Context: an optimization exercise on an open-source flow, tuned for small area, a short achievable clock period and few clock cycles. The choices shown serve that exercise and are no tape-out recipe.
Only simulation tests tie the RTL to the original design; equivalence was not proved.
Power and IR drop assume default switching activity.

## the reference run
Design rank_code_stream_decoder_unit, start of the top module:
module rank_code_stream_decoder_unit
#(
  parameter int MAX_SYMBOLS = 255,
  parameter int MAX_WIDTH   = 4
) (
  input  logic       clk,
  input  logic       rst_n,
  input  logic       in_valid,
  output logic       in_ready,
  input  logic [7:0] in_stream_byte,
  output logic       out_valid,
  input  logic       out_ready,
  output logic [7:0] out_symbol,
  output logic       out_unknown_code,
  output logic       out_end_of_frame,
  output logic       out_last
);
  logic [7:0]  ib;
  logic        ib_v;
  logic [7:0]  fb [5];
  logic [4:0]  fgt;
  logic        in_rdy_r;
  logic [1:0]  phase;
  logic [7:0]  cnt;         
  logic [2:0]  wid;         
  logic [3:0]  wmask;       
  logic [7:0]  k1;          
  logic        sym_first;   
  logic [7:0]  ac;          
  logic [7:0]  sl;          
  logic        sl_z;        
  logic        fin;         
  logic [1:0]  zc;          
  logic [7:0]  z1;          
  logic [2:0]  bp;          
  logic        bp_nz;       
  logic [11:1] pw_oh;       
  logic        term_r;      
  logic        a_v;
  logic [7:0]  a_r1;        
  logic        a_big;       
  logic [7:0]  a_cnt;
  logic        a_hdr;
  logic        a_slow;
  logic        l1_v;
  logic [7:0]  l1_lo;       
  logic [7:0]  l1_mid;      
  logic [1:0]  l1_hi;       
  logic        l1_known;
  logic        l1_hdr;      
  logic        l1_slow;     
  logic        l1_lastp;
  logic        l2_v;
  logic [3:0][7:0] l2_q;
  logic [1:0]  l2_hi;
  logic        l2_known;
  logic        l2_hdr;
  logic        l2_slow;
  logic        l2_lastp;
  logic        o_v;
  logic [7:0]  o_sym;
  logic        o_unk;
  logic        o_eof;
  logic        o_last;
  logic        s_v;
  logic [7:0]  s_sym;
  logic        s_unk;
  logic        s_eof;
  ...
export LEC_CHECK = 0
export ABC_CLOCK_PERIOD_IN_PS = 2000
export CAP_MARGIN = 20
export CORE_MARGIN = 2
export CORE_UTILIZATION = 40
export CTS_CLUSTER_DIAMETER = 70
export CTS_CLUSTER_SIZE = 28
export SETUP_SLACK_MARGIN = 4.0
export SLEW_MARGIN = 20
create_clock -name core_clock -period 7.0 [get_ports {clk}]
run.sh (not shown) runs the stock make flow with config.mk's settings and CLKGATE_MAP_FILE= SYNTH_SCRIPT=/design/flow/synth_recipe.tcl, a recipe that flattens the netlist after the stock synthesis.
In summary, the reference run completed successfully, with a layout that passed the timing, DRC and antenna checks.
Testbench counts of the reference run, summed over its fixed seeds: cycles 22,759.
Modified inputs, the trial run compared to the reference run
Settings: clearing ABC_CLOCK_PERIOD_IN_PS, which used to be 2000; putting ABC_AREA at 1 where nothing was set.
## What came out
| total power | lower: the reference run |. Comparing the reference run and the trial run, the lower largest clock skew in the final design is on the reference run. From the reference run to the trial run the numbers moved as follows: max-slew headroom at the worst pin decreased by 5.2 points relative to the old numbers; routing usage on met3 increased by 0.76 points relative to the old numbers. Sort the reference run and the trial run by global-route wire length before repair asc -> top: the reference run. When the final numbers for the reference run and the trial run were put side by side, the die footprint turned out to be greater in the trial run. Diff the reference run -> the trial run: proportion of power drawn by the clock network went up; number of tapcells has increased; largest net degree at the start of global routing decreased about 13%; core utilization decreased 0.40 points. The higher first-pass detailed-route iteration total of the reference run and the trial run is in the trial run.

* * *

the baseline:
rank_code_stream_decoder_unit, a different RTL version from the one above (not shown whole).
Size: ~4,800 cells after synthesis.
// rank_code_stream_decoder_unit
module rank_code_stream_decoder_unit
#(
  parameter int MAX_SYMBOLS = 255,
  parameter int MAX_WIDTH   = 4
) (
  input  logic       clk,
  input  logic       rst_n,
  input  logic       in_valid,
  output logic       in_ready,
  input  logic [7:0] in_stream_byte,
  output logic       out_valid,
  input  logic       out_ready,
  output logic [7:0] out_symbol,
  output logic       out_unknown_code,
  output logic       out_end_of_frame,
  output logic       out_last
);
Settings: LEC_CHECK=0, ABC_CLOCK_PERIOD_IN_PS=2000, CAP_MARGIN=20, CORE_MARGIN=2, CORE_UTILIZATION=40, CTS_CLUSTER_DIAMETER=70, CTS_CLUSTER_SIZE=28, SETUP_SLACK_MARGIN=4.0, SLEW_MARGIN=20; clock period 7.0 ns.
Testbench counts of the baseline, summed over its fixed seeds: cycles 22,759.
> inputs changed (the baseline -> the candidate)
- putting PLACE_DENSITY at 0.75 where nothing was set
[summary]
The baseline -> the candidate: sequential area share after synthesis delta 0, exact match. Going from the baseline to the candidate, number of fill cells decreased by 2.8% relative to the old numbers, global-route wire length before repair decreased by 5.2% relative to the old numbers, met3 capacity usage during global routing increased by 0.34 points relative to the old numbers, cell depth of the worst flop-to-flop path closely matched the old numbers.

## separate check: timing with driven ports
The flow's constraints put no driver on any port. The routed layouts listed below were extracted and timed again, unchanged, in two steps. Step 1: set_driving_cell puts a clkbuf_16 on clk and a buf_2 on each other input, an assumption about the parent block. Step 2 also shifts input and output timing later by t, the mid clock arrival at the registers, as if the neighbouring blocks saw the same clock. a / b / c = ideal ports / drivers / drivers and shift; a / b = the first two.
run	t, ns	setup WS [ns]	clock arrival spread, ns	slew at the worst register clock pin (ns)
the reference run	0.827	3.959 / 3.959 / 3.578	0.061 / 0.061	0.11 / 0.11
the trial run	0.851	3.921 / 3.921 / 3.921	0.073 / 0.073	0.11 / 0.11
the baseline	0.834	3.970 / 3.970 / 3.772	0.071 / 0.071	0.11 / 0.11
the candidate	0.803	3.942 / 3.942 / 3.942	0.047 / 0.047	0.11 / 0.11
After both steps every run listed still meets setup and hold. The setup slack of the reference run, which loses most, moves by 0.000 ns with the drivers and by -0.381 ns with both steps.
